Source: an optimization exercise on an open RTL-to-GDS flow (aim: small area, a short achievable clock period and few clock cycles). Production flows keep margins and buffers that such runs may drop. Only simulation tests tie the RTL to the original design; equivalence was not proved. No activity file was given, so power comes from the tool's default toggle rates.

### flow/config.mk
export PLATFORM = sky130hd
export DESIGN_NAME = disc_reveal_bitmap
export DESIGN_NICKNAME = disc_reveal_bitmap
export VERILOG_FILES = /design/flow/design.v
export SDC_FILE = /design/flow/constraint.sdc
export NUM_CORES = 8
export LEC_CHECK = 0
export CAP_MARGIN = 30
export CELL_PAD_IN_SITES_DETAIL_PLACEMENT = 1
export CELL_PAD_IN_SITES_GLOBAL_PLACEMENT = 1
export CORE_MARGIN = 2
export CORE_UTILIZATION = 25
export PLACE_DENSITY = 0.35
export SLEW_MARGIN = 40
export SYNTH_HIERARCHICAL = 1
export SYNTH_MEMORY_MAX_BITS = 8192
### flow/constraint.sdc
create_clock -name core_clock -period 10.0 [get_ports {clk}]
set_input_delay 2.0000 -clock core_clock [delete_from_list [all_inputs] [get_ports {clk}]]
set_output_delay 2.0000 -clock core_clock [all_outputs]
set_load 0.01 [all_outputs]
### flow/design.v
package drb_pkg;
  function automatic logic [3:0] rect_count(input logic [3:0] r);
    case (r)
      4'd0: rect_count = 4'd1;
      4'd1: rect_count = 4'd2;
      4'd2: rect_count = 4'd3;
      4'd3: rect_count = 4'd3;
      4'd4: rect_count = 4'd4;
      4'd5: rect_count = 4'd4;
      4'd6: rect_count = 4'd5;
      4'd7: rect_count = 4'd6;
      4'd8: rect_count = 4'd6;
      4'd9: rect_count = 4'd7;
      4'd10: rect_count = 4'd7;
      4'd11: rect_count = 4'd8;
      4'd12: rect_count = 4'd9;
      4'd13: rect_count = 4'd9;
      4'd14: rect_count = 4'd10;
      4'd15: rect_count = 4'd10;
      default: rect_count = 4'd0;
    endcase
  endfunction
  function automatic logic [7:0] rect_wa(input logic [3:0] r, input logic [3:0] idx);
    case ({r, idx})
      8'h00: rect_wa = {4'd0, 4'd0};
      8'h10: rect_wa = {4'd1, 4'd0};
      8'h11: rect_wa = {4'd0, 4'd1};
      8'h20: rect_wa = {4'd2, 4'd0};
      8'h21: rect_wa = {4'd1, 4'd1};
      8'h22: rect_wa = {4'd0, 4'd2};
      8'h30: rect_wa = {4'd3, 4'd0};
      8'h31: rect_wa = {4'd2, 4'd2};
      8'h32: rect_wa = {4'd0, 4'd3};
      8'h40: rect_wa = {4'd4, 4'd0};
      8'h41: rect_wa = {4'd3, 4'd2};
      8'h42: rect_wa = {4'd2, 4'd3};
      8'h43: rect_wa = {4'd0, 4'd4};
      8'h50: rect_wa = {4'd5, 4'd0};
      8'h51: rect_wa = {4'd4, 4'd3};
      8'h52: rect_wa = {4'd3, 4'd4};
      8'h53: rect_wa = {4'd0, 4'd5};
      8'h60: rect_wa = {4'd6, 4'd0};
      8'h61: rect_wa = {4'd5, 4'd3};
      8'h62: rect_wa = {4'd4, 4'd4};
      8'h63: rect_wa = {4'd3, 4'd5};
      8'h64: rect_wa = {4'd0, 4'd6};
      8'h70: rect_wa = {4'd7, 4'd0};
      8'h71: rect_wa = {4'd6, 4'd3};
      8'h72: rect_wa = {4'd5, 4'd4};
      8'h73: rect_wa = {4'd4, 4'd5};
      8'h74: rect_wa = {4'd3, 4'd6};
      8'h75: rect_wa = {4'd0, 4'd7};
      8'h80: rect_wa = {4'd8, 4'd0};
      8'h81: rect_wa = {4'd7, 4'd3};
      8'h82: rect_wa = {4'd6, 4'd5};
      8'h83: rect_wa = {4'd5, 4'd6};
      8'h84: rect_wa = {4'd3, 4'd7};
      8'h85: rect_wa = {4'd0, 4'd8};
      8'h90: rect_wa = {4'd9, 4'd0};
      8'h91: rect_wa = {4'd8, 4'd4};
      8'h92: rect_wa = {4'd7, 4'd5};
      8'h93: rect_wa = {4'd6, 4'd6};
      8'h94: rect_wa = {4'd5, 4'd7};
      8'h95: rect_wa = {4'd4, 4'd8};
      8'h96: rect_wa = {4'd0, 4'd9};
      8'ha0: rect_wa = {4'd10, 4'd0};
      8'ha1: rect_wa = {4'd9, 4'd4};
      8'ha2: rect_wa = {4'd8, 4'd6};
      8'ha3: rect_wa = {4'd7, 4'd7};
      8'ha4: rect_wa = {4'd6, 4'd8};
      8'ha5: rect_wa = {4'd4, 4'd9};
      8'ha6: rect_wa = {4'd0, 4'd10};
      8'hb0: rect_wa = {4'd11, 4'd0};
      8'hb1: rect_wa = {4'd10, 4'd4};
      8'hb2: rect_wa = {4'd9, 4'd6};
      8'hb3: rect_wa = {4'd8, 4'd7};
      8'hb4: rect_wa = {4'd7, 4'd8};
      8'hb5: rect_wa = {4'd6, 4'd9};
      8'hb6: rect_wa = {4'd4, 4'd10};
      8'hb7: rect_wa = {4'd0, 4'd11};
      8'hc0: rect_wa = {4'd12, 4'd0};
      8'hc1: rect_wa = {4'd11, 4'd4};
      8'hc2: rect_wa = {4'd10, 4'd6};
      8'hc3: rect_wa = {4'd9, 4'd7};
      8'hc4: rect_wa = {4'd8, 4'd8};
      8'hc5: rect_wa = {4'd7, 4'd9};
      8'hc6: rect_wa = {4'd6, 4'd10};
      8'hc7: rect_wa = {4'd4, 4'd11};
      8'hc8: rect_wa = {4'd0, 4'd12};
      8'hd0: rect_wa = {4'd13, 4'd0};
      8'hd1: rect_wa = {4'd12, 4'd5};
      8'hd2: rect_wa = {4'd11, 4'd6};
      8'hd3: rect_wa = {4'd10, 4'd8};
      8'hd4: rect_wa = {4'd9, 4'd9};
      8'hd5: rect_wa = {4'd8, 4'd10};
      8'hd6: rect_wa = {4'd6, 4'd11};
      8'hd7: rect_wa = {4'd5, 4'd12};
      8'hd8: rect_wa = {4'd0, 4'd13};
      8'he0: rect_wa = {4'd14, 4'd0};
      8'he1: rect_wa = {4'd13, 4'd5};
      8'he2: rect_wa = {4'd12, 4'd7};
      8'he3: rect_wa = {4'd11, 4'd8};
      8'he4: rect_wa = {4'd10, 4'd9};
      8'he5: rect_wa = {4'd9, 4'd10};
      8'he6: rect_wa = {4'd8, 4'd11};
      8'he7: rect_wa = {4'd7, 4'd12};
      8'he8: rect_wa = {4'd5, 4'd13};
      8'he9: rect_wa = {4'd0, 4'd14};
      8'hf0: rect_wa = {4'd15, 4'd0};
      8'hf1: rect_wa = {4'd14, 4'd5};
      8'hf2: rect_wa = {4'd13, 4'd7};
      8'hf3: rect_wa = {4'd12, 4'd9};
      8'hf4: rect_wa = {4'd11, 4'd10};
      8'hf5: rect_wa = {4'd10, 4'd11};
      8'hf6: rect_wa = {4'd9, 4'd12};
      8'hf7: rect_wa = {4'd7, 4'd13};
      8'hf8: rect_wa = {4'd5, 4'd14};
      8'hf9: rect_wa = {4'd0, 4'd15};
      default: rect_wa = 8'h00;
    endcase
  endfunction
endpackage
module drb_cell #(
  parameter int NP = 4
) (
  input  logic          clk,
  input  logic          keep,
  input  logic [NP-1:0] r,
  input  logic [NP-1:0] c,
  output logic          q
);
  always_ff @(posedge clk) begin
    q <= (q && keep) || (|(r & c));
  end
endmodule
module drb_rdcol (
  input  logic [4095:0] map,
  input  logic [5:0]    x,
  output logic [63:0]   rows
);
  logic [63:0] csel;
  always_comb begin
    for (int i = 0; i < 64; i++) csel[i] = (x == 6'(i));
  end
  for (genvar r = 0; r < 64; r++) begin : g_row
    drb_sel64 u_row (.d(map[r*64 +: 64]), .s(csel), .o(rows[r]));
  end
endmodule
module drb_rdrow (
  input  logic [63:0] rows,
  input  logic        hit,
  input  logic        en,
  input  logic [5:0]  y,
  output logic        bit_
);
  logic [63:0] rsel;
  logic        any;
  always_comb begin
    for (int i = 0; i < 64; i++) rsel[i] = (y == 6'(i));
  end
  drb_sel64 u_sel (.d(rows), .s(rsel), .o(any));
  assign bit_ = en && (any || hit);
endmodule
module drb_sel64 (
  input  logic [63:0] d,
  input  logic [63:0] s,
  output logic        o
);
  logic [23:0] y;    
  logic [5:0]  z;    
  for (genvar i = 0; i < 22; i++) begin : g_a
    if (3 * i + 2 < 64) begin : g_3
      drb_aoi222 u_aoi (.a0(d[3*i]), .b0(s[3*i]), .a1(d[3*i+1]), .b1(s[3*i+1]),
                        .a2(d[3*i+2]), .b2(s[3*i+2]), .y(y[i]));
    end else begin : g_1
      assign y[i] = !(d[3*i] && s[3*i]);
    end
  end
  assign y[23:22] = 2'b11;
  for (genvar i = 0; i < 6; i++) begin : g_n
    drb_nand4 u_nand (.a(y[4*i +: 4]), .y(z[i]));
  end
  assign o = |z;
endmodule
module drb_aoi222 (
  input  logic a0,
  input  logic b0,
  input  logic a1,
  input  logic b1,
  input  logic a2,
  input  logic b2,
  output logic y
);
  assign y = !((a0 && b0) || (a1 && b1) || (a2 && b2));
endmodule
module drb_nand4 (
  input  logic [3:0] a,
  output logic       y
);
  assign y = !(&a);
endmodule
module drb_mask (
  input  logic        en,
  input  logic [5:0]  lo,
  input  logic [5:0]  hi,
  input  logic [63:0] lim,
  output logic [63:0] m
);
  logic [63:0] ge;
  logic [63:0] le;
  drb_therm #(.LE(0)) u_ge (.v(lo), .t(ge));
  drb_therm #(.LE(1)) u_le (.v(hi), .t(le));
  assign m = ge & le & lim & {64{en}};
endmodule
module drb_therm #(
  parameter bit LE = 0
) (
  input  logic [5:0]  v,
  output logic [63:0] t
);
  always_comb begin
    t = '0;
    t[0] = LE ? 1'b1 : !v[0];
    t[1] = LE ? v[0] : 1'b1;
    for (int k = 1; k < 6; k++) begin
      for (int i = 0; i < (1 << k); i++) begin
        if (LE) begin
          t[(1 << k) + i] = v[k] && t[i];
          t[i]            = v[k] || t[i];
        end else begin
          t[(1 << k) + i] = !v[k] || t[i];
          t[i]            = !v[k] && t[i];
        end
      end
    end
  end
endmodule
module drb_dstep (
  input  logic [85:0] s,
  input  logic [15:0] d,
  input  logic [17:0] d3,
  output logic [85:0] o
);
  function automatic logic [16:0] sub18(input logic [17:0] a, input logic [17:0] b);
    logic [17:0] g;
    logic [17:0] p;
    logic [17:0] pp;
    logic [17:0] sm;
    logic [17:0] nb;
    nb = ~b;
    g = a & nb;
    p = a ^ nb;
    g[0] = g[0] | p[0];
    pp = p;
    for (int lv = 0; lv < 5; lv++) begin
      for (int i = 17; i >= (1 << lv); i--) begin
        g[i]  = g[i] | (pp[i] & g[i - (1 << lv)]);
        pp[i] = pp[i] & pp[i - (1 << lv)];
      end
    end
    sm = p ^ {g[16:0], 1'b1};
    sub18 = {g[17], sm[15:0]};
  endfunction
  function automatic logic [37:0] step4(input logic [37:0] a, input logic [15:0] dd,
                                        input logic [17:0] dd3);
    logic [17:0] p;
    logic [16:0] t1;
    logic [16:0] t2;
    logic [16:0] t3;
    logic [15:0] rem;
    p  = {a[35:20], a[19:18]};
    t1 = sub18(p, {2'b00, dd});
    t2 = sub18(p, {1'b0, dd, 1'b0});
    t3 = sub18(p, dd3);
    if (t3[16])      rem = t3[15:0];
    else if (t2[16]) rem = t2[15:0];
    else if (t1[16]) rem = t1[15:0];
    else             rem = p[15:0];
    step4 = {a[37:36], rem, a[17:0], t2[16], t3[16] || (t1[16] && !t2[16])};
  endfunction
  always_comb begin
    if (s[85:84] == 2'd0) o = {s[85:80], s[79:76] - 4'd1, step4(s[75:38], d, d3),
                               step4(s[37:0], d, d3)};
    else                  o = s;
  end
endmodule
module drb_rect_rom (
  input  logic [3:0] r,
  input  logic [3:0] idx,
  output logic [7:0] wa
);
  assign wa = drb_pkg::rect_wa(r, idx);
endmodule
module drb_rect_cnt (
  input  logic [3:0] r,
  output logic [3:0] n
);
  assign n = drb_pkg::rect_count(r);
endmodule
module drb_insub (
  input  logic [23:0] w,
  input  logic [23:0] o,
  output logic [24:0] f
);
  logic [24:0] n;
  assign n = {w[23], w} - {o[23], o};
  assign f = {n[24], n[23:0] ^ {24{n[24]}}};
endmodule
module drb_align (
  input  logic [55:0] i,
  input  logic [15:0] d,
  input  logic [4:0]  big3_at,
  input  logic [4:0]  big4_at,
  output logic [85:0] o
);
  function automatic logic [37:0] align(input logic neg, input logic [23:0] a,
                                        input logic [1:0] sel, input logic [15:0] dd);
    logic ovf;
    ovf = (dd[15:4] == '0) && (a[23:20] >= dd[3:0]);
    case (sel)
      2'd0:    align = {neg, 1'b0, a[21:6], a[5:0], 14'd0};    
      2'd1:    align = {neg, 1'b0, a[23:8], a[7:0], 12'd0};    
      default: align = {neg, ovf, 12'd0, a[23:20], a[19:0]};   
    endcase
  endfunction
  logic [23:0] m3;
  logic [23:0] m4;
  logic [1:0]  sel;
  always_comb begin
    for (int k = 0; k < 24; k++) begin
      m3[k] = (big3_at <= 5'(k));
      m4[k] = (big4_at <= 5'(k));
    end
    if (!(|(i[48:25] & m3)) && !(|(i[23:0] & m3)))      sel = 2'd0;
    else if (!(|(i[48:25] & m4)) && !(|(i[23:0] & m4))) sel = 2'd1;
    else                                                  sel = 2'd2;
    if (i[55:54] == 2'd0) begin
      o = {i[55:50], (sel == 2'd0) ? 4'd3 : (sel == 2'd1) ? 4'd4 : 4'd10,
           align(i[49], i[48:25], sel, d), align(i[24], i[23:0], sel, d)};
    end else begin
      o = {i[55:50], 4'd0, 30'd0, i[32:25], 30'd0, i[7:0]};
    end
  end
endmodule
module drb_post (
  input  logic [1:0]  cmd,
  input  logic [3:0]  rad,
  input  logic [21:0] x,       
  input  logic [21:0] y,
  input  logic [6:0]  cols,
  input  logic [6:0]  rows,
  output logic [46:0] e
);
  function automatic logic [17:0] centre(input logic [21:0] a);
    logic [19:0] q;
    q = a[19:0];
    if (!a[21]) begin
      if (a[20] || (q[19:17] != '0) || (q[16] && q[15:0] != '0)) centre = 18'd65536;
      else                                                         centre = {1'b0, q[16:0]};
    end else begin
      if (a[20] || q[19:16] != '0) centre = 18'h30000;
      else                         centre = ~{2'b00, q[15:0]};
    end
  endfunction
  function automatic logic on_axis(input logic [17:0] v, input logic [6:0] lim);
    on_axis = (v[17:6] == '0) && ({1'b0, v[5:0]} < lim);
  endfunction
  logic [3:0]  n;
  logic [17:0] vx;
  logic [17:0] vy;
  logic        disc;
  drb_rect_cnt u_cnt (.r(rad), .n(n));
  always_comb begin
    disc = (cmd == 2'd0);
    vx   = disc ? centre(x) : {{10{x[7]}}, x[7:0]};
    vy   = disc ? centre(y) : {{10{y[7]}}, y[7:0]};
    e    = {cmd == 2'd2, disc, disc ? rad : 4'd0,
            disc ? n : (cmd == 2'd1) ? 4'd1 : 4'd0,
            (cmd != 2'd3) && on_axis(vx, cols) && on_axis(vy, rows), vx, vy};
  end
endmodule
module drb_issue (
  input  logic [46:0]  bq0,
  input  logic [46:0]  bq1,
  input  logic [1:0]   cnt,
  input  logic [3:0]   j,
  input  logic [3:0]   m0,
  input  logic         credit,
  input  logic [3:0]   new_n,
  output logic         retire,
  output logic [3:0]   j_nxt,
  output logic [3:0]   m0_nxt,
  output logic [99:0]  iss
);
  function automatic logic [7:0] clampc(input logic [17:0] v);
    if (v[17] && (v[16:4] != 13'h1fff))                    clampc = 8'hf0;    
    else if (!v[17] && (v[16:7] != '0 || v[6:0] > 7'd79)) clampc = 8'd79;
    else                                                   clampc = v[7:0];
  endfunction
  logic       v0;
  logic       v1;
  logic       go;
  logic       fin;
  logic [3:0] n1;
  logic [3:0] nx;
  logic [7:0] xc0;
  logic [7:0] yc0;
  logic [7:0] xc1;
  logic [7:0] yc1;
  always_comb begin
    v0     = (cnt != 2'd0);
    v1     = cnt[1];
    go     = v0 && credit;
    fin    = (m0 <= 4'd4);
    retire = go && fin;
    n1     = bq1[40:37];
    nx     = (n1 < 4'd4 - m0) ? n1 : 4'd4 - m0;
    xc0    = clampc(bq0[35:18]);
    yc0    = clampc(bq0[17:0]);
    xc1    = clampc(bq1[35:18]);
    yc1    = clampc(bq1[17:0]);
    if (retire) begin
      j_nxt  = v1 ? nx : 4'd0;
      m0_nxt = v1 ? n1 - nx : new_n;
    end else if (go) begin
      j_nxt  = j + 4'd4;
      m0_nxt = m0 - 4'd4;
    end else if (v0) begin
      j_nxt  = j;
      m0_nxt = m0;
    end else begin
      j_nxt  = 4'd0;
      m0_nxt = new_n;
    end
    for (int p = 0; p < 4; p++) begin
      if (go && m0 > 4'(p)) begin
        iss[p*25 +: 25] = {1'b1, bq0[44:41], j + 4'(p), xc0, yc0};
      end else if (retire && v1 && 4'(p) >= m0 && 4'(p) - m0 < n1) begin
        iss[p*25 +: 25] = {1'b1, bq1[44:41], 4'(p) - m0, xc1, yc1};
      end else begin
        iss[p*25 +: 25] = '0;
      end
    end
  end
endmodule
module drb_bounds (
  input  logic [24:0] iss,
  output logic [24:0] rect
);
  function automatic logic [12:0] clip(input logic [7:0] c, input logic [3:0] w);
    logic [7:0] lo;
    logic [7:0] hi;
    lo = c - {4'd0, w};
    hi = c + {4'd0, w};
    clip = {!(!lo[7] && lo[6]) && !hi[7], lo[7] ? 6'd0 : lo[5:0], hi[6] ? 6'd63 : hi[5:0]};
  endfunction
  logic [7:0]  wa;
  logic [12:0] rb;
  logic [12:0] cb;
  drb_rect_rom u_rom (.r(iss[23:20]), .idx(iss[19:16]), .wa(wa));
  always_comb begin
    rb   = clip(iss[7:0], wa[3:0]);
    cb   = clip(iss[15:8], wa[7:4]);
    rect = {iss[24] && rb[12] && cb[12], rb[11:0], cb[11:0]};
  end
endmodule
module disc_reveal_bitmap (
  input  logic                                clk,
  input  logic                                rst_n,
  input  logic                                in_valid,
  output logic                                in_ready,
  input  logic [1:0]                          in_cmd,
  input  logic signed [23:0]                  in_world_x,
  input  logic signed [23:0]                  in_world_y,
  input  logic [3:0]                          in_radius,
  input  logic signed [7:0]                   in_cell_x,
  input  logic signed [7:0]                   in_cell_y,
  output logic                                out_valid,
  input  logic                                out_ready,
  output logic                                out_revealed_bit,
  output logic                                out_in_bounds,
  output logic signed [17:0]                  out_center_x,
  output logic signed [17:0]                  out_center_y,
  input  logic                                cfg_we,
  input  logic [2:0]                          cfg_idx,
  input  logic [23:0]                         cfg_wdata
);
  localparam int NP = 4;    
  localparam int NQ = 4;    
  localparam logic [1:0] CMD_DISC = 2'd0;
  logic [6:0]         grid_cols_r;
  logic [6:0]         grid_rows_r;
  logic signed [23:0] origin_x_r;
  logic signed [23:0] origin_y_r;
  logic [15:0]        cell_size_r;
  always_ff @(posedge clk) begin
    if (!rst_n) begin
      grid_cols_r <= 7'd64;
      grid_rows_r <= 7'd64;
      origin_x_r  <= '0;
      origin_y_r  <= '0;
      cell_size_r <= 16'd8192;
    end else if (cfg_we) begin
      case (cfg_idx)
        3'd0: grid_cols_r <= cfg_wdata[6:0];
        3'd1: grid_rows_r <= cfg_wdata[6:0];
        3'd2: origin_x_r  <= cfg_wdata;
        3'd3: origin_y_r  <= cfg_wdata;
        3'd4: cell_size_r <= cfg_wdata[15:0];
        default: ;
      endcase
    end
  end
  logic [6:0]  cols_eff;
  logic [6:0]  rows_eff;
  logic [15:0] den;
  logic [17:0] den3;       
  logic [4:0]  big3_at;    
  logic [4:0]  big4_at;    
  always_ff @(posedge clk) begin
    logic [4:0] dl;
    dl = 5'd1;
    for (int i = 0; i < 16; i++) begin
      if (cell_size_r[i]) dl = 5'(i + 1);
    end
    cols_eff <= (grid_cols_r > 7'd64) ? 7'd64 : grid_cols_r;
    rows_eff <= (grid_rows_r > 7'd64) ? 7'd64 : grid_rows_r;
    den      <= (cell_size_r == '0) ? 16'd1 : cell_size_r;
    den3     <= {2'b00, den} + {1'b0, den, 1'b0};
    big3_at  <= dl + 5'd5;
    big4_at  <= dl + 5'd7;
  end
  localparam int IFW = 56;
  logic [IFW-1:0] if0;
  logic [IFW-1:0] if1;
  logic [1:0]     if_cnt;
  logic           in_ready_r;
  logic [IFW-1:0] if_new;
  logic           if_acc;
  logic           if_pop;
  logic [24:0]    fx;
  logic [24:0]    fy;
  drb_insub u_subx (.w(in_world_x), .o(origin_x_r), .f(fx));
  drb_insub u_suby (.w(in_world_y), .o(origin_y_r), .f(fy));
  always_comb begin
    if (in_cmd == CMD_DISC) if_new = {in_cmd, in_radius, fx, fy};
    else if_new = {in_cmd, in_radius, 1'b0, 16'd0, in_cell_x, 1'b0, 16'd0, in_cell_y};
  end
  assign in_ready = in_ready_r;
  assign if_acc   = in_valid && in_ready_r;
  always_ff @(posedge clk) begin
    logic [1:0] nxt_cnt;
    if (!rst_n) begin
      if_cnt     <= '0;
      in_ready_r <= 1'b1;
    end else begin
      nxt_cnt    = if_cnt + 2'(if_acc) - 2'(if_pop);
      if_cnt     <= nxt_cnt;
      in_ready_r <= (nxt_cnt < 2'd2);
    end
  end
  always_ff @(posedge clk) begin
    if (if_pop) begin
      if0 <= (if_cnt == 2'd2) ? if1 : if_new;
    end else if (if_acc && if_cnt == 2'd0) begin
      if0 <= if_new;
    end
    if (if_acc && (if_cnt == 2'd1) != if_pop) begin
      if1 <= if_new;
    end
  end
  localparam int DVW = 86;
  logic [DVW-1:0] a_q;
  logic           a_v;
  logic [DVW-1:0] d1_q;
  logic           d1_v;
  logic [DVW-1:0] d2_q;
  logic           d2_v;
  logic [DVW-1:0] d3_q;
  logic           d3_v;
  logic [DVW-1:0] a_new;
  logic [DVW-1:0] a_step;
  logic [DVW-1:0] d1_step;
  logic [DVW-1:0] d2_step;
  logic a_loop;
  logic a_leave;
  logic d1_leave;
  logic d2_leave;
  logic d3_leave;
  logic bq_room;
  drb_align u_align (.i(if0), .d(den), .big3_at(big3_at), .big4_at(big4_at), .o(a_new));
  drb_dstep u_step_a  (.s(a_q),  .d(den), .d3(den3), .o(a_step));
  drb_dstep u_step_d1 (.s(d1_q), .d(den), .d3(den3), .o(d1_step));
  drb_dstep u_step_d2 (.s(d2_q), .d(den), .d3(den3), .o(d2_step));
  assign d3_leave = d3_v && bq_room;
  assign d2_leave = d2_v && (!d3_v || d3_leave);
  assign d1_leave = d1_v && (!d2_v || d2_leave);
  assign a_loop   = a_v && (a_q[79:76] > 4'd3);
  assign a_leave  = a_v && !a_loop && (!d1_v || d1_leave);
  assign if_pop   = (if_cnt != 2'd0) && (!a_v || a_leave);
  always_ff @(posedge clk) begin
    if (!rst_n) begin
      a_v  <= 1'b0;
      d1_v <= 1'b0;
      d2_v <= 1'b0;
      d3_v <= 1'b0;
    end else begin
      if (if_pop)        a_v  <= 1'b1;
      else if (a_leave)  a_v  <= 1'b0;
      if (a_leave)       d1_v <= 1'b1;
      else if (d1_leave) d1_v <= 1'b0;
      if (d1_leave)      d2_v <= 1'b1;
      else if (d2_leave) d2_v <= 1'b0;
      if (d2_leave)      d3_v <= 1'b1;
      else if (d3_leave) d3_v <= 1'b0;
    end
  end
  always_ff @(posedge clk) begin
    if (if_pop)        a_q  <= a_new;
    else if (a_loop)   a_q  <= a_step;
    if (a_leave)       d1_q <= a_step;
    if (d1_leave)      d2_q <= d1_step;
    if (d2_leave)      d3_q <= d2_step;
  end
  localparam int BQW = 47;
  logic [BQW-1:0] post_new;
  logic [BQW-1:0] bq0;
  logic [BQW-1:0] bq1;
  logic [BQW-1:0] bq2;
  logic [1:0]     bq_cnt;
  logic           retire;
  drb_post u_post (.cmd(d3_q[85:84]), .rad(d3_q[83:80]), .x({d3_q[75:74], d3_q[57:38]}),
                   .y({d3_q[37:36], d3_q[19:0]}), .cols(cols_eff), .rows(rows_eff),
                   .e(post_new));
  assign bq_room = (bq_cnt != 2'd3);
  always_ff @(posedge clk) begin
    if (!rst_n) bq_cnt <= '0;
    else        bq_cnt <= bq_cnt + 2'(d3_leave) - 2'(retire);
  end
  always_ff @(posedge clk) begin
    if (retire) begin
      bq0 <= (bq_cnt == 2'd1) ? post_new : bq1;
      bq1 <= (bq_cnt == 2'd2) ? post_new : bq2;
      if (bq_cnt == 2'd3) bq2 <= post_new;
    end else if (d3_leave) begin
      case (bq_cnt)
        2'd0:    bq0 <= post_new;
        2'd1:    bq1 <= post_new;
        default: bq2 <= post_new;
      endcase
    end
  end
  logic [3:0] j_r;            
  logic [3:0] m0_r;           
  logic       credit_r;       
  logic [2:0] out_cnt;
  logic       b0b_res_v;
  logic       b1_res_v;
  logic       out_pop;
  logic [NP*25-1:0] b0_iss;
  logic [3:0]       j_nxt;
  logic [3:0]       m0_nxt;
  drb_issue u_issue (
    .bq0     (bq0),
    .bq1     (bq1),
    .cnt     (bq_cnt),
    .j       (j_r),
    .m0      (m0_r),
    .credit  (credit_r),
    .new_n   (post_new[40:37]),
    .retire  (retire),
    .j_nxt   (j_nxt),
    .m0_nxt  (m0_nxt),
    .iss     (b0_iss)
  );
  always_ff @(posedge clk) begin
    logic [2:0] oc;
    oc = out_cnt + 3'(b1_res_v) - 3'(out_pop);
    if (!rst_n) begin
      j_r      <= '0;
      m0_r     <= '0;
      credit_r <= 1'b1;
    end else begin
      j_r      <= j_nxt;
      m0_r     <= m0_nxt;
      credit_r <= ({1'b0, oc} + 4'(retire) + 4'(b0b_res_v)) <= 4'(NQ - 1);
    end
  end
  logic [NP*25-1:0] b0b_iss;
  logic             b0b_rd_v;
  logic [5:0]       b0b_rd_x;
  logic [5:0]       b0b_rd_y;
  logic [36:0]      b0b_res;       
  always_ff @(posedge clk) begin
    if (!rst_n) begin
      b0b_iss   <= '0;
      b0b_res_v <= 1'b0;
      b0b_rd_v  <= 1'b0;
    end else begin
      b0b_iss   <= b0_iss;
      b0b_res_v <= retire;
      b0b_rd_v  <= retire && bq0[46] && bq0[36];
    end
    b0b_rd_x <= bq0[23:18];
    b0b_rd_y <= bq0[5:0];
    b0b_res  <= {bq0[36], bq0[45] ? bq0[35:0] : 36'd0};
  end
  logic [NP*25-1:0] b0b_rect;
  for (genvar p = 0; p < NP; p++) begin : g_bnd
    drb_bounds u_bnd (.iss(b0b_iss[p*25 +: 25]), .rect(b0b_rect[p*25 +: 25]));
  end
  logic [NP*25-1:0] b1_rect;
  logic             b1_rd_v;
  logic [5:0]       b1_rd_y;
  logic [36:0]      b1_res;
  logic             keep_r;
  always_ff @(posedge clk) begin
    keep_r <= rst_n;
    if (!rst_n) begin
      b1_rect  <= '0;
      b1_res_v <= 1'b0;
      b1_rd_v  <= 1'b0;
    end else begin
      b1_rect  <= b0b_rect;
      b1_res_v <= b0b_res_v;
      b1_rd_v  <= b0b_rd_v;
    end
    b1_rd_y <= b0b_rd_y;
    b1_res  <= b0b_res;
  end
  logic [4095:0]    map_q;
  logic [NP*64-1:0] rmask;    
  logic [NP*64-1:0] cmask;    
  logic [63:0] rlim;
  logic [63:0] clim;
  logic [63:0] rlim_ge;
  logic [63:0] clim_ge;
  drb_therm #(.LE(0)) u_rlim (.v(rows_eff[5:0]), .t(rlim_ge));
  drb_therm #(.LE(0)) u_clim (.v(cols_eff[5:0]), .t(clim_ge));
  assign rlim = rows_eff[6] ? '1 : ~rlim_ge;
  assign clim = cols_eff[6] ? '1 : ~clim_ge;
  for (genvar p = 0; p < NP; p++) begin : g_port
    logic [63:0] rm;
    logic [63:0] cm;
    drb_mask u_rmask (
      .en  (b1_rect[p*25+24]),
      .lo  (b1_rect[p*25+23 -: 6]),
      .hi  (b1_rect[p*25+17 -: 6]),
      .lim (rlim),
      .m   (rm)
    );
    drb_mask u_cmask (
      .en  (1'b1),
      .lo  (b1_rect[p*25+11 -: 6]),
      .hi  (b1_rect[p*25+5 -: 6]),
      .lim (clim),
      .m   (cm)
    );
    for (genvar i = 0; i < 64; i++) begin : g_bit
      assign rmask[i*NP+p] = rm[i];
      assign cmask[i*NP+p] = cm[i];
    end
  end
  for (genvar y = 0; y < 64; y++) begin : g_row
    for (genvar x = 0; x < 64; x++) begin : g_col
      drb_cell #(.NP(NP)) u_cell (
        .clk  (clk),
        .keep (keep_r),
        .r    (rmask[y*NP +: NP]),
        .c    (cmask[x*NP +: NP]),
        .q    (map_q[y*64+x])
      );
    end
  end
  logic [63:0] rd_rows;
  logic        rd_hit;
  logic [63:0] b1_rows;
  logic        b1_hit;
  logic        rd_bit;
  drb_rdcol u_rdcol (.map(map_q), .x(b0b_rd_x), .rows(rd_rows));
  always_comb begin
    logic [24:0] rc;
    rd_hit = 1'b0;
    for (int p = 0; p < NP; p++) begin
      rc = b1_rect[p*25 +: 25];
      if (rc[24] && b0b_rd_y >= rc[23:18] && b0b_rd_y <= rc[17:12] &&
          b0b_rd_x >= rc[11:6] && b0b_rd_x <= rc[5:0]) begin
        rd_hit = 1'b1;
      end
    end
  end
  always_ff @(posedge clk) begin
    b1_rows <= rd_rows;
    b1_hit  <= rd_hit;
  end
  drb_rdrow u_rdrow (.rows(b1_rows), .hit(b1_hit), .en(b1_rd_v), .y(b1_rd_y), .bit_(rd_bit));
  logic [37:0] oq [NQ];
  logic [37:0] res_new;
  logic        out_vld_r;
  assign res_new = {rd_bit, b1_res};
  assign out_pop = out_vld_r && out_ready;
  always_ff @(posedge clk) begin
    logic [2:0] nxt_cnt;
    if (!rst_n) begin
      out_cnt   <= '0;
      out_vld_r <= 1'b0;
    end else begin
      nxt_cnt   = out_cnt + 3'(b1_res_v) - 3'(out_pop);
      out_cnt   <= nxt_cnt;
      out_vld_r <= (nxt_cnt != 3'd0);
    end
  end
  always_ff @(posedge clk) begin
    for (int i = 0; i < NQ; i++) begin
      if (out_pop) begin
        if (b1_res_v && out_cnt == 3'(i + 1)) oq[i] <= res_new;
        else if (i < NQ - 1)                   oq[i] <= oq[i + 1];
      end else if (b1_res_v && out_cnt == 3'(i)) begin
        oq[i] <= res_new;
      end
    end
  end
  assign out_valid        = out_vld_r;
  assign out_revealed_bit = oq[0][37];
  assign out_in_bounds    = oq[0][36];
  assign out_center_x     = oq[0][35:18];
  assign out_center_y     = oq[0][17:0];
endmodule
### flow/flow/run.sh
#!/bin/bash
set -euo pipefail
bash standard.sh SETUP_SLACK_MARGIN=6.2 finish > std_flow.log 2>&1
### flow/standard.sh
#!/bin/bash
# synth_recipe.tcl (not shown) runs the flow's synth.tcl, then flattens the netlist and writes it again
# the make line also repeats each setting of config.mk as NAME=value (left out here)
make -C /OpenROAD-flow-scripts/flow DESIGN_CONFIG=/design/flow/config.mk WORK_HOME=/design/flow/orfs CLKGATE_MAP_FILE= SYNTH_SCRIPT=/design/flow/synth_recipe.tcl "${@:-finish}"
==> impl_metrics.ini, run 1 <==
[clock_network]
clkTransAtPathRegs_ns = 0.06
cts_tree = yes
insertion_delay_ns = 1.31
holdBufCountCts = 0
cts.sinks = 5316
htreeDepth = 6
clock_path_buffers = 5
cts_root_buffer = clkbuf_16
cts_made_buffers = 721

[placed_design]
gp_congestion = 0.973
place.detailed.instances = 45800
io_buffer_count = 141
hpwl_mm = 1560

[routing]
wire_per_inst_um = 53.5
drc_errors = 0
vias = 352000
routed_wl_mm = 2570
detail-route-antenna-nets = 0
dr.pass1.iters = 14
drt_iter0_drc = 80300
via_per_inst = 7.34

[hold_path]
worstHoldPathCells = 0
worstHoldStart = b0b_res[11]
holdPathEnd = b1_res[11]
hp-class = flip-flop to flip-flop

[sta]
setup_violations = 0
finClkSkew_ns = 0.169
period_share_pct = 41.9
fmax_mhz = 239
worst_pin_slew_ns = 1.39
finalHoldViolations = 0
min_period_ns = 4.19
drv_slew = 0
fin_tns_setup_ns = 0
relSlewSlack_pct = 7.03
rsz0062_at_grt = true

[floorplanning]
rows = 391
die_y_mm = 1.07
initial_core_util_pct = 25.1
ios = 142
die_w_mm = 1.07
die_area_sq_um = 1150000
core_sq_um = 1130000

[finish]
fin_nets = 32700
instances_no_fill = 48100
drive_gt1_share_pct = 15.0
synthToLayoutAreaGrowth_pct = 23.6

[worst_setup_path]
r2r-start = b0b_rd_x[0]
reg2reg_slack_ns = 5.81
slowest_stage = nor2_2
worst-path-max-fanout = 30
endpoint_kind = flip-flop
cp-start-kind = flip-flop
cp_slowest_stage_delay_ns = 0.87
crit_path_cell_trace = nand2b_2 > buf_12 > buf_4 > nor2_4 > buf_6 > buf_16 > buf_4 > a222oi_1 > nand4_1 > nor2_2 > nand2_1
critical_path_class = flip-flop to flip-flop
critPathRequiredTime_ns = 11.12
crit_arrival_ns = 5.31
rr_worst_depth = 11
path_common_cell = buf_4
regToRegEndpoint = b1_rows[58]

[global_route]
grt_max_degree = 192
antenna_found_initial = 382
grt_util_all_layers_pct = 41.4
grt_overflow_total = 0
grt_pass1_vias = 336000
grt_pass1_wl_mm = 3280

[synth]
synth_cells = 30000
syn_avg_cell_area_sq_um = 9.49
netlist_area_sq_um = 285000
ys_warn_count = 20

[power]
p_per_area_nw_per_um2 = 217
leakagePower_nw = 132
irDropWorstVdd_v = 0.000243

[outcome]
status = complete, no violations

[job]
cap_viol_max_count = 0
[worst max path at each step]
stage | from | to
final | b0b_rd_x[0] | b1_rows[58]
after global routing | b0b_iss[91] | b1_rect[99]
after CTS | b0b_iss[92] | b1_rect[99]
after detailed placement | in_world_y[0] | if0[9]
after global placement | in_world_y[0] | if0[9]
after floorplan | keep_r | g_row[0].g_col[0].u_cell.q
[power breakdown]
part           leakage (nW)  switching [mW]  total, mW  internal (mW)
clock network          11.4            11.7       26.9           15.2
logic                  76.7            17.2       24.2           6.94
registers              43.8            1.74       25.2           23.5
[layout make-up]
cell class,instances,area (sq um)
clock buffers,1129,21600
diodes,420,1050
inverters,586,2330
repair buffers,2064,22800
well taps,15100,18900
multi-input cells,23200,170000
repair inverters,1,8.76
clock inverters,157,1700
flip-flops and latches,5316,113000
fillers,128000,782000
[metal layers]
metal  global-route usage (%)  vias up  wire (um)
met5                    0.308        -       2010
met4                     29.2      126     211000
met3                     13.7     6779     311000
met2                     60.1    27800    1060000
met1                     51.5   184000     991000
li1                         -   133000          -
[cell usage in the layout, fill, tap and decap left out, types with 98 or more instances in the layout]
master / count
ha_1: 551
a31oi_1: 131
and2_1: 340
diode_2: 420
buf_4: 1171
buf_12: 324
a21o_1: 135
inv_1: 531
nand4_1: 497
o21ai_0: 491
nor3_1: 178
nor2_1: 799
o21bai_1: 121
a21oi_1: 662
a222oi_1: 5462
nor2_4: 109
o21ai_1: 106
clkbuf_1: 225
clkbuf_16: 764
o22ai_1: 199
dfxtp_1: 4602
xor2_1: 112
a22oi_1: 4105
edfxtp_1: 625
nor2b_1: 111
conb_1: 152
buf_6: 283
xnor2_1: 216
a21boi_0: 98
and4_4: 512
mux2_2: 249
nand2_1: 5425
nand2b_1: 290
o21a_1: 136
clkbuf_8: 171
nand3_1: 194
[what timing repair did]
item                                    4_1_cts  5_1_grt
gates resized for setup                     833      555
setup buffers                               207      242
gates cloned                                 28       49
endpoints found under the setup margin     1282     1143
pin swaps                                   183      258
[flip-flops by register name, summed over array words and instances (netlist names), 43 cells and up]
signal and flops:
g_row.g_col.u_cell.q 4096, oq 152, b0b_iss 100, b1_rect 100, a_q 86, d1_q 82, d2_q 82, b1_rows 64
if0 56, if1 56, d3_q 50, bq1 47, bq2 47, bq0 43
[metrics by stage]
| step | hold slack, ns | utilization, % | setup WS (ns) | instance area, sq um | power, mW |
|---|---|---|---|---|---|
| after floorplan | 0.310 | - | -10.67 | 285000 | 36.7 |
| after global placement | 0.316 | 27.5 | 4.25 | 311000 | 46.9 |
| after detailed placement | 0.314 | 27.9 | 4.33 | 317000 | 47.2 |
| after CTS | 0.323 | 30.4 | 6.04 | 345000 | 74.8 |
| after global routing | 0.334 | 31.0 | 5.90 | 351000 | 78.0 |
| final | 0.328 | 31.0 | 5.81 | 352000 | 76.3 |
[worst max-delay path: cells and delay by family (launching register included)]
kind / cells / cell delay [ns]
simple gates: 5 / 1.81
buf+inv: 5 / 1.22
compound gates: 1 / 0.38
flops: 1 / 0.43
Testbench counts, summed over its fixed seeds: cycles 3,621.
==> inputs of run 2 (changes only) <==
--- a/flow/design.v
+++ b/flow/design.v
@@ -137,9 +137,5 @@
   input  logic [4095:0] map,
-  input  logic [5:0]    x,
+  input  logic [63:0]   csel,
   output logic [63:0]   rows
 );
-  logic [63:0] csel;
-  always_comb begin
-    for (int i = 0; i < 64; i++) csel[i] = (x == 6'(i));
-  end
   for (genvar r = 0; r < 64; r++) begin : g_row
@@ -205,3 +201,2 @@
   input  logic [5:0]  hi,
-  input  logic [63:0] lim,
   output logic [63:0] m
@@ -212,3 +207,3 @@
   drb_therm #(.LE(1)) u_le (.v(hi), .t(le));
-  assign m = ge & le & lim & {64{en}};
+  assign m = ge & le & {64{en}};
 endmodule
@@ -293,2 +288,10 @@
 endmodule
+module drb_rect_rom_k #(
+  parameter int K = 0
+) (
+  input  logic [3:0] r,
+  output logic [7:0] wa
+);
+  assign wa = drb_pkg::rect_wa(r, 4'(K));
+endmodule
 module drb_rect_cnt (
@@ -409,2 +412,8 @@
   logic [7:0] yc1;
+  logic [31:0] wa0;      
+  logic [31:0] wa1;      
+  for (genvar p = 0; p < 4; p++) begin : g_rom
+    drb_rect_rom u_rom0 (.r(bq0[44:41]), .idx(j + 4'(p)), .wa(wa0[p*8 +: 8]));
+    drb_rect_rom_k #(.K(p)) u_rom1 (.r(bq1[44:41]), .wa(wa1[p*8 +: 8]));
+  end
   always_comb begin
@@ -436,5 +445,5 @@
       if (go && m0 > 4'(p)) begin
-        iss[p*25 +: 25] = {1'b1, bq0[44:41], j + 4'(p), xc0, yc0};
+        iss[p*25 +: 25] = {1'b1, wa0[p*8 +: 8], xc0, yc0};
       end else if (retire && v1 && 4'(p) >= m0 && 4'(p) - m0 < n1) begin
-        iss[p*25 +: 25] = {1'b1, bq1[44:41], 4'(p) - m0, xc1, yc1};
+        iss[p*25 +: 25] = {1'b1, wa1[(p - int'(m0)) * 8 +: 8], xc1, yc1};
       end else begin
@@ -447,5 +456,8 @@
   input  logic [24:0] iss,
+  input  logic [6:0]  rows,
+  input  logic [6:0]  cols,
   output logic [24:0] rect
 );
-  function automatic logic [12:0] clip(input logic [7:0] c, input logic [3:0] w);
+  function automatic logic [12:0] clip(input logic [7:0] c, input logic [3:0] w,
+                                       input logic [6:0] lim);
     logic [7:0] lo;
@@ -454,11 +466,10 @@
     hi = c + {4'd0, w};
-    clip = {!(!lo[7] && lo[6]) && !hi[7], lo[7] ? 6'd0 : lo[5:0], hi[6] ? 6'd63 : hi[5:0]};
+    if (!hi[7] && hi[6:0] >= lim) hi = {1'b0, lim} - 8'd1;
+    clip = {!(!lo[7] && lo[6]) && !hi[7], lo[7] ? 6'd0 : lo[5:0], hi[5:0]};
   endfunction
-  logic [7:0]  wa;
   logic [12:0] rb;
   logic [12:0] cb;
-  drb_rect_rom u_rom (.r(iss[23:20]), .idx(iss[19:16]), .wa(wa));
   always_comb begin
-    rb   = clip(iss[7:0], wa[3:0]);
-    cb   = clip(iss[15:8], wa[7:4]);
+    rb   = clip(iss[7:0], iss[19:16], rows);
+    cb   = clip(iss[15:8], iss[23:20], cols);
     rect = {iss[24] && rb[12] && cb[12], rb[11:0], cb[11:0]};
@@ -691,2 +702,3 @@
   logic [5:0]       b0b_rd_x;
+  logic [63:0]      b0b_rd_csel;   
   logic [5:0]       b0b_rd_y;
@@ -704,2 +716,3 @@
     b0b_rd_x <= bq0[23:18];
+    for (int i = 0; i < 64; i++) b0b_rd_csel[i] <= (bq0[23:18] == 6'(i));
     b0b_rd_y <= bq0[5:0];
@@ -709,3 +722,4 @@
   for (genvar p = 0; p < NP; p++) begin : g_bnd
-    drb_bounds u_bnd (.iss(b0b_iss[p*25 +: 25]), .rect(b0b_rect[p*25 +: 25]));
+    drb_bounds u_bnd (.iss(b0b_iss[p*25 +: 25]), .rows(rows_eff), .cols(cols_eff),
+                      .rect(b0b_rect[p*25 +: 25]));
   end
@@ -733,10 +747,2 @@
   logic [NP*64-1:0] cmask;    
-  logic [63:0] rlim;
-  logic [63:0] clim;
-  logic [63:0] rlim_ge;
-  logic [63:0] clim_ge;
-  drb_therm #(.LE(0)) u_rlim (.v(rows_eff[5:0]), .t(rlim_ge));
-  drb_therm #(.LE(0)) u_clim (.v(cols_eff[5:0]), .t(clim_ge));
-  assign rlim = rows_eff[6] ? '1 : ~rlim_ge;
-  assign clim = cols_eff[6] ? '1 : ~clim_ge;
   for (genvar p = 0; p < NP; p++) begin : g_port
@@ -748,3 +754,2 @@
       .hi  (b1_rect[p*25+17 -: 6]),
-      .lim (rlim),
       .m   (rm)
@@ -755,3 +760,2 @@
       .hi  (b1_rect[p*25+5 -: 6]),
-      .lim (clim),
       .m   (cm)
@@ -779,3 +783,3 @@
   logic        rd_bit;
-  drb_rdcol u_rdcol (.map(map_q), .x(b0b_rd_x), .rows(rd_rows));
+  drb_rdcol u_rdcol (.map(map_q), .csel(b0b_rd_csel), .rows(rd_rows));
   always_comb begin
==> flow/flow/run.sh (replaced) <==
#!/bin/bash
set -euo pipefail
bash standard.sh SETUP_SLACK_MARGIN=6.6 finish > std_flow.log 2>&1
==> run 2 against run 1 <==
Effect of this change: cell count hardly changed; sequential power is 2% higher; core utilization is 0.093 points lower; hold slack worse by 0.026 ns; clock power hardly changed; flip-flop and latch count is 64 higher; critical path depth is 10 lower; fmax is 8.7% higher; non-clock buffer count is 146 lower; wire length is 4.6% lower; critical path type is now flip-flop to primary output.
==> impl_metrics.ini, run 2 <==
[clock_network]
clock_path_buffers = 5
cts_root_buffer = clkbuf_16
cts_tree = yes
holdBufCountCts = 0
insertion_delay_ns = 1.23
htreeDepth = 6
clkTransAtPathRegs_ns = 0.06
cts_made_buffers = 728
cts.sinks = 5380

[synth]
ys_warn_count = 23
netlist_area_sq_um = 287000
syn_avg_cell_area_sq_um = 9.55
synth_cells = 30100

[floorplanning]
rows = 393
ios = 142
die_area_sq_um = 1160000
initial_core_util_pct = 25.1
die_y_mm = 1.08
die_w_mm = 1.08
core_sq_um = 1150000

[worst_setup_path]
endpoint_kind = primary output
crit_buf_inv = 1
crit_family = flip-flops
crit_path_cell_trace = buf_6
critPathRequiredTime_ns = 8.00
worst-path-max-fanout = 1
cp-start-kind = flip-flop
slowest_stage = edfxtp_1
critical_path_class = flip-flop to primary output
cp_slowest_stage_delay_ns = 0.49
crit_arrival_ns = 1.85

[sta]
drv_slew = 0
rsz0062_at_grt = true
fmax_mhz = 260
setup_violations = 0
timing.hold.ws_ns = 0.302
worst_slack_ns = 6.15
finClkSkew_ns = 0.0863
finalHoldViolations = 0
relSlewSlack_pct = 18.3
fin_tns_setup_ns = 0
min_period_ns = 3.85
period_share_pct = 38.5
worst_pin_slew_ns = 1.23

[finish]
multi_input_area_sq_um = 173000
layout_common_cells = 5462 x a222oi_1, 5340 x nand2_1, 4591 x dfxtp_1
regMostFlops = g_row.g_col.u_cell.q
reg_top3 = g_row.g_col.u_cell.q (4096), oq (152)
fillers = 128000
final_common_cell = a222oi_1
synthToLayoutAreaGrowth_pct = 23.3
fin_nets = 32800
ff_latch_area_sq_um = 114000
largest_reg_flops = 4096
instances_no_fill = 48000
drive_gt1_share_pct = 15.2

[global_route]
grt_pass1_wl_mm = 3180
grt_max_degree = 222
grt_pass1_vias = 331000
antenna_found_initial = 349
grt_overflow_total = 0
grt_util_all_layers_pct = 39.8

[routing]
drt_iter0_drc = 76900
vias = 342000
dr.pass1.iters = 14
wire_per_inst_um = 51.1
routed_wl_mm = 2450
detail-route-antenna-nets = 0
drc_errors = 0
via_per_inst = 7.12

[placed_design]
io_buffer_count = 141
hpwl_mm = 1520
place.detailed.instances = 45900
place_worst_setup_slack_ns = 4.40
gp_congestion = 0.970

[power]
irDropWorstVdd_v = 0.000193
p_per_area_nw_per_um2 = 229
leakagePower_nw = 134

[hold_path]
hp-class = flip-flop to flip-flop

[job]
cap_viol_max_count = 0

[outcome]
status = complete, no violations
-- run 2: changes by cell type in the layout (fill, tap and decap cells not counted), moves of 138 or more --
| cell | before | now |
|---|---|---|
| buf_4 | 1171 | 1029 |
| buf_6 | 283 | 430 |
| and4_4 | 512 | 0 |
| and3_4 | 1 | 520 |
| diode_2 | 420 | 272 |
| nand2b_1 | 290 | 152 |
-- run 2: layer usage --
metal / track usage (%) / part of all wire (%) / up-vias
li1: - / - / 133000
met1: 50.9 / 40 / 181000
met2: 57.9 / 41 / 23400
met3: 12.5 / 11 / 4664
met4: 24.8 / 7.4 / 64
met5: 0.0575 / 0.024 / -
-- run 2: cell type report --
class	instances	share of cell area, %
Clock buffer	1134	6.08
Clock inverter	163	0.570
Antenna cell	272	0.192
Tap cell	15200	5.37
Multi-Input combinational cell	23300	49.0
Sequential cell	5380	32.3
Timing Repair Buffer	1918	5.81
Inverter	648	0.713
-- run 2: per-stage QoR --
| stage | cell area, sq um | power [mW] | utilization, % |
|---|---|---|---|
| detailed placement | 319000 | 51.0 | 27.9 |
| global route | 354000 | 83.2 | 30.9 |
| CTS | 349000 | 79.7 | 30.4 |
| floorplan | 288000 | 38.8 | - |
| finish | 354000 | 81.3 | 30.9 |
| global placement | 315000 | 50.5 | 27.5 |
-- run 2: final timing paths --
path              start                to  slack (ns)  cells after the start
min reg2reg  b0b_res[5]         b1_res[5]        0.30                      0
max reg2reg    d3_q[51]           bq1[36]        6.23                     13
min          b0b_res[5]         b1_res[5]        0.30                      0
max           oq[0][13]  out_center_y[13]        6.15                      1
-- run 2: power by group --
| group | total (mW) | switching [mW] | internal, mW |
|---|---|---|---|
| logic | 28.4 | 19.7 | 8.67 |
| registers | 25.7 | 1.97 | 23.7 |
| clock network | 27.2 | 11.8 | 15.4 |
| total | 81.3 | 33.5 | 47.8 |
-- run 2: timing repair --
item / in CTS / in global routing
setup endpoints to repair: 1936 / 1593
cloned: 24 / 15
pin swaps: 209 / 295
buffers inserted: 241 / 186
gates resized for setup: 1061 / 605
Testbench counts of run 2, summed over its fixed seeds: cycles 3,621.
==> inputs of run 3 (changes only) <==
==> flow/flow/run.sh (replaced) <==
#!/bin/bash
set -euo pipefail
RES=orfs/results/${FLOW_PLATFORM}/disc_reveal_bitmap/base
bash standard.sh SETUP_SLACK_MARGIN=6.6 synth floorplan > std_synth_floorplan.log 2>&1
openroad -python -no_init -exit flow/place_map.py "$RES/2_floorplan.odb" 22 4 2 1 9 > place_map.log 2>&1
bash standard.sh SETUP_SLACK_MARGIN=6.6 finish > std_place_to_finish.log 2>&1
==> flow/flow/place_map.py (new file) <==
# Places the bit-map cells (instances g_row[y].g_col[x].u_cell.*) in a regular 64 x 64 array
# before global placement, and marks them FIRM so that the placer arranges the rest around it.
# Bit (x, y): its flip-flop in row r0 + rb*y, its gates go rows above it, spaced gg sites
# apart; the other rows of each bit row are left to the placer (read-mux cells, buffers)
# and to the router.
import odb
import re
import sys

path = sys.argv[1]
px = int(sys.argv[2]) if len(sys.argv) > 2 else 22     # bit pitch in sites
rb = int(sys.argv[3]) if len(sys.argv) > 3 else 4      # rows per bit row
go = int(sys.argv[4]) if len(sys.argv) > 4 else 2      # row of the gates above the flip-flop
gg = int(sys.argv[5]) if len(sys.argv) > 5 else 1      # sites left between gates
jit = int(sys.argv[6]) if len(sys.argv) > 6 else 9     # row-to-row offset spread, sites
r0 = 2                                                  # first row
s0 = 2                                                  # first site

db = odb.dbDatabase.create()
odb.read_db(db, path)
blk = db.getChip().getBlock()
rows = sorted(blk.getRows(), key=lambda r: r.getOrigin()[1])
site_w = rows[0].getSite().getWidth()

# occupied sites per row (tap cells and anything already placed)
occ = [set() for _ in rows]
row_of_y = {r.getOrigin()[1]: i for i, r in enumerate(rows)}
for inst in blk.getInsts():
    if inst.getPlacementStatus() in ("FIXED", "FIRM", "LOCKED", "PLACED") and \
            inst.getMaster().getName().startswith("sky130_fd_sc_hd__tap"):
        x, y = inst.getLocation()
        ri = row_of_y.get(y)
        if ri is None:
            continue
        s = (x - rows[ri].getOrigin()[0]) // site_w
        for k in range(inst.getMaster().getWidth() // site_w):
            occ[ri].add(s + k)

pat = re.compile(r'g_row\\?\[(\d+)\\?\]\.g_col\\?\[(\d+)\\?\]\.u_cell\.')


def driver(net):
    for it in net.getITerms():
        if it.isOutputSignal():
            return it.getInst()
    return None


def cone(flop):
    # the flip-flop and the gates that feed only its D input
    out = [flop]
    todo = [it.getNet() for it in flop.getITerms() if it.getMTerm().getName() == "D"]
    while todo:
        net = todo.pop()
        if net is None or len(net.getITerms()) != 2 or net.getBTerms():
            continue
        drv = driver(net)
        if drv is None or drv.getMaster().isSequential() or drv in out:
            continue
        out.append(drv)
        for it in drv.getITerms():
            if it.isInputSignal():
                todo.append(it.getNet())
    return out


cells = {}
for inst in blk.getInsts():
    m = pat.match(inst.getName())
    if m and inst.getMaster().isSequential():
        cells[(int(m.group(1)), int(m.group(2)))] = cone(inst)

want = {}   # row index -> list of (desired site, width, inst)
flip = {}   # gates mirrored left-right: every other bit
for (y, x), insts in cells.items():
    flops = [i for i in insts if i.getMaster().isSequential()]
    gates = sorted([i for i in insts if not i.getMaster().isSequential()],
                   key=lambda i: -i.getMaster().getWidth())
    ra = r0 + rb * y
    # rows are offset from each other so that a column's cells do not stack exactly
    base = s0 + px * x + ((y * 5) % jit if jit else 0)
    for i in flops:
        want.setdefault(ra, []).append((base, i.getMaster().getWidth() // site_w, i))
    s = base
    for i in gates:
        w = i.getMaster().getWidth() // site_w
        want.setdefault(ra + go, []).append((s, w, i))
        flip[i.getName()] = (x + y) & 1
        s += w + gg

placed = 0
maxdrift = 0
for ri, lst in want.items():
    row = rows[ri]
    ox, oy = row.getOrigin()
    cur = 0
    for d, w, inst in sorted(lst, key=lambda t: t[0]):
        s = max(d, cur)
        while any((s + k) in occ[ri] for k in range(w)):
            s += 1
        if s + w > row.getSiteCount():
            raise SystemExit("array does not fit in row %d" % ri)
        for k in range(w):
            occ[ri].add(s + k)
        cur = s + w
        maxdrift = max(maxdrift, s - d)
        o = row.getOrient()
        if flip.get(inst.getName()):
            o = "MY" if o == "R0" else "R180"
        inst.setOrient(o)
        inst.setLocation(ox + s * site_w, oy)
        inst.setPlacementStatus("FIRM")
        placed += 1

print("placed %d map cells, %d bits, largest shift %d sites" % (placed, len(cells), maxdrift))
odb.write_db(db, path)
==> run 3 against run 2 <==
Effect of this change: the flow now stops in detailed placement (3_5_place_dp); area after synthesis unchanged; synthesized cell count unchanged.
==> impl_metrics.ini, run 3 <==
[outcome]
status = stopped before the end
stop_stage = detailed placement (3_5_place_dp)
error_line = [ERROR DPL-0033] detailed placement checks failed during check placement.

[synth]
netlist_area_sq_um = 287000
synth_cells = 30100
ys_warn_count = 23
syn_avg_cell_area_sq_um = 9.55

[floorplanning]
initial_core_util_pct = 25.1
rows = 393
die_w_mm = 1.08
ios = 142
die_y_mm = 1.08

[placed_design]
gp_congestion = 0.955
io_buffer_count = 141
hpwl_mm = 1120
-- run 3: worst max-delay path by stage --
stage                   from                    endpoint  slack, ns  cells after the start
3_3_place_gp   in_world_y[0]                     if0[21]       4.28                     13
2_1_floorplan         keep_r  g_row[0].g_col[0].u_cell.q     -10.67                      2
-- run 3: through the flow --
stage	instances	area, sq um	setup WS [ns]	hold WS, ns
floorplan	30200	288000	-10.67	0.310
global placement	45500	311000	4.28	0.311
-- run 3: power groups by stage --
stage             clock network (mW)  registers [mW]  logic (mW)
floorplan                          0            25.4        13.4
global placement                   0            26.3        20.9
==> inputs of run 4 (changes only) <==
==> flow/flow/run.sh (replaced) <==
#!/bin/bash
set -euo pipefail
RES=orfs/results/${FLOW_PLATFORM}/disc_reveal_bitmap/base
bash standard.sh SETUP_SLACK_MARGIN=6.6 synth floorplan > std_synth_floorplan.log 2>&1
openroad -python -no_init -exit flow/place_map.py "$RES/2_floorplan.odb" 26 4 2 2 9 1 > place_map.log 2>&1
bash standard.sh SETUP_SLACK_MARGIN=6.6 finish > std_place_to_finish.log 2>&1
--- a/flow/flow/place_map.py
+++ b/flow/flow/place_map.py
@@ -15,2 +15,3 @@
 jit = int(sys.argv[6]) if len(sys.argv) > 6 else 9     # row-to-row offset spread, sites
+pad = int(sys.argv[7]) if len(sys.argv) > 7 else 1     # free sites kept on each side of a cell
 r0 = 2                                                  # first row
@@ -98,5 +99,5 @@
         s = max(d, cur)
-        while any((s + k) in occ[ri] for k in range(w)):
+        while any((s + k) in occ[ri] for k in range(-2 * pad, w + 2 * pad)):
             s += 1
-        if s + w > row.getSiteCount():
+        if s + w + pad > row.getSiteCount():
             raise SystemExit("array does not fit in row %d" % ri)
@@ -104,4 +105,5 @@
             occ[ri].add(s + k)
-        cur = s + w
+        cur = s + w + 2 * pad
         maxdrift = max(maxdrift, s - d)
+        inst.setPlacementStatus("PLACED")
         o = row.getOrient()
==> run 4 against run 3 <==
Effect of this change: the run now finishes clean; area after synthesis unchanged; synthesized cell count is the same.
==> impl_metrics.ini, run 4 <==
[clock_network]
htreeDepth = 6
holdBufCountCts = 0
cts.sinks = 5380
cts_root_buffer = clkbuf_16
clkTransAtPathRegs_ns = 0.06
insertion_delay_ns = 1.23
cts_tree = yes
cts_made_buffers = 673
clock_path_buffers = 5

[finish]
fin_nets = 32400
drive_gt1_share_pct = 14.4
design_area_sq_um = 348000
final_common_cell = a222oi_1
layout_common_cells = 5462 x a222oi_1, 5337 x nand2_1, 4588 x dfxtp_1
reg_top3 = g_row.g_col.u_cell.q (4096), oq (152)
synthToLayoutAreaGrowth_pct = 21.2
largest_reg_flops = 4096
regMostFlops = g_row.g_col.u_cell.q

[routing]
drt_iter0_drc = 64600
vias = 308000
detail-route-antenna-nets = 0
drc_errors = 0
routed_wl_mm = 1560
dr.pass1.iters = 14
via_per_inst = 6.49
wire_per_inst_um = 32.8

[placed_design]
place_area_sq_um = 313000
io_buffer_count = 141
gp_congestion = 0.954
hpwl_mm = 1190

[floorplanning]
die_area_sq_um = 1160000
ios = 142
die_w_mm = 1.08
initial_core_util_pct = 25.1
rows = 393
die_y_mm = 1.08
core_sq_um = 1150000

[worst_setup_path]
critical_path_class = flip-flop to flip-flop
endpoint_kind = flip-flop
worst-path-max-fanout = 7
rr_worst_depth = 13
critPathRequiredTime_ns = 10.97
cp-start-kind = flip-flop
crit_arrival_ns = 4.95

[sta]
relSlewSlack_pct = 27.5
finClkSkew_ns = 0.157
setup_violations = 0
drv_slew = 0
period_share_pct = 39.8
fin_tns_setup_ns = 0
fmax_mhz = 251
worst_pin_slew_ns = 1.08
finalHoldViolations = 0
min_period_ns = 3.98
rsz0062_at_grt = true
timing.hold.ws_ns = 0.312

[global_route]
grt_pass1_vias = 296000
grt_overflow_total = 0
antenna_found_initial = 128
grt_util_all_layers_pct = 24.8
grt_max_degree = 183
grt_pass1_wl_mm = 2220

[synth]
ys_warn_count = 23
syn_avg_cell_area_sq_um = 9.55
netlist_area_sq_um = 287000
synth_cells = 30100

[power]
finalPower_mw = 75.8
p_per_area_nw_per_um2 = 218
irDropWorstVdd_v = 0.000152
leakagePower_nw = 132

[job]
cap_viol_max_count = 0

[hold_path]
hp-class = flip-flop to flip-flop
worstHoldPathCells = 0

[outcome]
status = complete, no violations
[run 4: final timing paths]
check	start	end	slack (ns)
worst min-delay path	b0b_res[10]	b1_res[10]	0.31
worst max-delay path	d3_q[43]	bq1[36]	6.02
worst max register to register	d3_q[43]	bq1[36]	6.02
worst min register to register	b0b_res[10]	b1_res[10]	0.31
[run 4: power breakdown]
| group | switching, mW | total (mW) | internal [mW] |
|---|---|---|---|
| combinational | 16.2 | 24.9 | 8.64 |
| sequential | 1.99 | 25.7 | 23.7 |
| clock | 10.8 | 25.2 | 14.4 |
[run 4: layout make-up]
type	count	area (sq um)
diodes	49	123
clock buffers	1010	19800
clock inverters	199	2350
fillers	128000	797000
inverters	648	2550
multi-input cells	23300	172000
flip-flops and latches	5380	114000
well taps	15200	19000
repair buffers	1632	17600
[run 4: stage by stage]
| stage | instances | utilization (%) | setup WS [ns] |
|---|---|---|---|
| final | 47400 | 30.4 | 6.02 |
| after global routing | 47400 | 30.4 | 5.86 |
| after CTS | 47000 | 29.8 | 6.13 |
| after detailed placement | 45500 | 27.3 | 4.03 |
| after global placement | 45300 | 27.1 | 4.04 |
| after floorplan | 30200 | - | -10.67 |
[run 4: per-layer routing]
metal / vias up / global-route usage, % / wire length [um]
li1: 132000 / - / -
met4: 58 / 5.96 / 40400
met2: 22100 / 33.9 / 617000
met1: 152000 / 37.2 / 685000
met3: 1804 / 7.81 / 212000
met5: - / 0.403 / 1040
[run 4: timing repair]
item,CTS,global route
cloned,21,13
gates resized for setup,1068,506
pin swaps,247,279
endpoints found under the setup margin,849,812
endpoints found under the hold margin,0,0
setup buffers,316,206
[run 4: worst max-delay path, cell delays in order, from the launching register on]
cell,delay (ns)
edfxtp_1,0.39
or4_4,0.56
o41ai_4,0.46
a21oi_4,0.17
mux2i_2,0.22
ha_1,0.29
a211oi_2,0.19
nor3_1,0.07
or4_4,0.45
nor4b_4,0.30
and3_4,0.27
o22ai_2,0.06
a221o_1,0.30
a21oi_1,0.11
==> inputs of run 5 (changes only) <==
--- a/flow/design.v
+++ b/flow/design.v
@@ -367,4 +367,4 @@
   endfunction
-  function automatic logic on_axis(input logic [17:0] v, input logic [6:0] lim);
-    on_axis = (v[17:6] == '0) && ({1'b0, v[5:0]} < lim);
+  function automatic logic on_axis(input logic [21:0] a, input logic [6:0] lim);
+    on_axis = (a[21:6] == '0) && ({1'b0, a[5:0]} < lim);
   endfunction
@@ -381,3 +381,3 @@
             disc ? n : (cmd == 2'd1) ? 4'd1 : 4'd0,
-            (cmd != 2'd3) && on_axis(vx, cols) && on_axis(vy, rows), vx, vy};
+            (cmd != 2'd3) && on_axis(x, cols) && on_axis(y, rows), vx, vy};
   end
==> run 5 against run 4 <==
Effect of this change: wire length fell by 0.47%; worst setup slack improved by 0.31 ns; clock skew rose by 0.023 ns; final area fell by 0.37%; critical path type is now input pin to flip-flop; critical endpoint is now if0[5]; sequential power barely moved; non-clock buffer count fell by 47; total power barely moved; core utilization fell by 0.10 points; via count fell by 0.30%; area after synthesis barely moved; global-route usage fell by 0.051 points; still clean; cell count fell by 0.24%.
==> impl_metrics.ini, run 5 <==
[outcome]
status = complete, no violations

[global_route]
grt_overflow_total = 0
grt_pass1_vias = 295000
grt_max_degree = 190
antenna_found_initial = 114
grt_util_all_layers_pct = 24.8
grt_pass1_wl_mm = 2220

[clock_network]
holdBufCountCts = 0
cts_made_buffers = 669
cts_tree = yes
clkTransAtPathRegs_ns = 0.06
insertion_delay_ns = 1.25
htreeDepth = 6
clock_path_buffers = 5
cts.sinks = 5380
cts_root_buffer = clkbuf_16

[finish]
reg_top3 = g_row.g_col.u_cell.q (4096), oq (152)
largest_reg_flops = 4096
drive_gt1_share_pct = 14.2
fillers = 128000
synthToLayoutAreaGrowth_pct = 20.8
final_common_cell = a222oi_1
fin_nets = 32400
utilization_pct = 30.3
regMostFlops = g_row.g_col.u_cell.q
layout_common_cells = 5462 x a222oi_1, 5346 x nand2_1, 4582 x dfxtp_1

[worst_setup_path]
crit_path_cell_trace = buf_8 > inv_4 > ha_4 > fa_2 > nand2b_4 > a21oi_4 > o31a_1 > o21ai_4 > o31ai_4 > buf_12 > buf_12 > xnor2_2 > mux2_4 > mux2_4
worst-path-max-fanout = 6
crit_arrival_ns = 4.50
crit_family = compound AO/OA/AOI/OAI gates
worst-path-stages = 14
critPathRequiredTime_ns = 10.83
crit_buf_inv = 4
endpoint_kind = flip-flop
cp-start-kind = input pin
cp_slowest_stage_delay_ns = 0.34
critical_path_class = input pin to flip-flop
rr_worst_depth = 6
slowest_stage = fa_2

[power]
p_per_area_nw_per_um2 = 218
finalPower_mw = 75.8
irDropWorstVdd_v = 0.000137
leakagePower_nw = 131

[sta]
min_period_ns = 3.67
finClkSkew_ns = 0.181
setup_violations = 0
fin_tns_setup_ns = 0
rsz0062_at_grt = true
relSlewSlack_pct = 21.8
worst_pin_slew_ns = 1.17
fmax_mhz = 273
period_share_pct = 36.7
drv_slew = 0
finalHoldViolations = 0

[synth]
syn_avg_cell_area_sq_um = 9.55
synth_cells = 30100
ys_warn_count = 23
netlist_area_sq_um = 287000

[routing]
routed_wl_mm = 1550
drt_iter0_drc = 63400
dr.pass1.iters = 15
vias = 307000
detail-route-antenna-nets = 0
wl_met3_mm = 211
drc_errors = 0
wire_per_inst_um = 32.7
wl_met1_mm = 683
top_layer_used = met5
wl_met2_mm = 617
via_per_inst = 6.48

[hold_path]
hp-class = flip-flop to flip-flop
worstHoldPathCells = 0

[floorplanning]
die_w_mm = 1.08
ios = 142
rows = 393
die_area_sq_um = 1160000
core_sq_um = 1140000
die_y_mm = 1.08
initial_core_util_pct = 25.1

[placed_design]
io_buffer_count = 141
gp_congestion = 0.959
hpwl_mm = 1190

[job]
cap_viol_max_count = 0
run 5: layout make-up:
cell class	instances	area [sq um]	area share, %
clock inverter	209	2600	0.749
tap	15200	19000	5.49
sequential	5380	114000	33.0
antenna	19	47.5	0.0137
inverter	647	2530	0.730
timing repair buffer	1585	16800	4.84
clock buffer	993	19500	5.63
multi-input combinational	23200	172000	49.6
run 5: report_power, final:
group | internal, mW | switching (mW) | total (mW)
Sequential | 23.7 | 1.95 | 25.7
Combinational | 8.58 | 16.2 | 24.8
Clock | 14.5 | 10.8 | 25.3
run 5: final timing paths:
path | slack, ns | end | from
min reg2reg | 0.31 | b1_res[14] | b0b_res[14]
max | 6.33 | if0[5] | in_world_y[0]
min | 0.31 | b1_res[14] | b0b_res[14]
max reg2reg | 6.45 | g_row[5].g_col[47].u_cell.q | b1_rect[75]
run 5: what timing repair did:
item | 4_1_cts | 5_1_grt
buffers inserted | 306 | 166
endpoints found under the setup margin | 768 | 561
gates cloned | 20 | 7
gates resized for setup | 995 | 446
pin swaps | 224 | 269
run 5: routing by layer:
metal / track usage, % / up-vias
met5: 0.160 / -
met4: 5.58 / 32
met3: 7.53 / 1764
met2: 34.0 / 21900
met1: 37.3 / 152000
li1: - / 131000
run 5: worst register-to-register path, cell delays in order (launching register included):
cell	delay [ns]
dfxtp_1	0.92
nand4_1	0.39
a21boi_1	0.37
and3_2	0.81
buf_4	0.60
a222oi_1	0.24
nand2_1	0.12
run 5: per-stage QoR:
stage	std cells	setup slack [ns]	cell area, sq um	hold WS [ns]
after global routing	47300	6.27	347000	0.329
after global placement	45300	4.30	310000	0.314
after detailed placement	45500	4.35	313000	0.313
final	47300	6.33	347000	0.314
after CTS	47000	6.26	341000	0.320
after floorplan	30200	-10.67	287000	0.310
Testbench counts of run 5, summed over its fixed seeds: cycles 3,621.

[re-timing with driven ports]
The results above use ideal ports. As a check the final layouts listed here were re-extracted and re-timed, cells and wires unchanged. Step 1, drivers: a clkbuf_16 drives clk and a buf_2 each remaining input, both assumed. Step 2, shift: input delay + t, output delay - t, t = (earliest + latest rising clock arrival at the registers) / 2. This alone moves slack from input paths to output paths. a / b / c = ideal / step 1 / step 2; a / b = the first two.
| run | shift t [ns] | slack for setup (ns) | slew at the worst register clock pin (ns) | pins driven straight from the clock port |
|---|---|---|---|---|
| run 1 | 1.384 | 5.812 / 5.812 / 4.989 | 0.07 / 0.07 | 1 |
| run 2 | 1.350 | 6.147 / 5.979 / 5.230 | 0.07 / 0.07 | 1 |
| run 4 | 1.327 | 6.024 / 6.024 / 5.162 | 0.07 / 0.07 | 1 |
| run 5 | 1.312 | 6.331 / 6.210 / 5.113 | 0.07 / 0.07 | 1 |
After both steps every run listed still meets setup and hold. For run 5, which loses most, drivers alone change the setup slack by -0.121 ns; drivers and shift together by -1.218 ns.
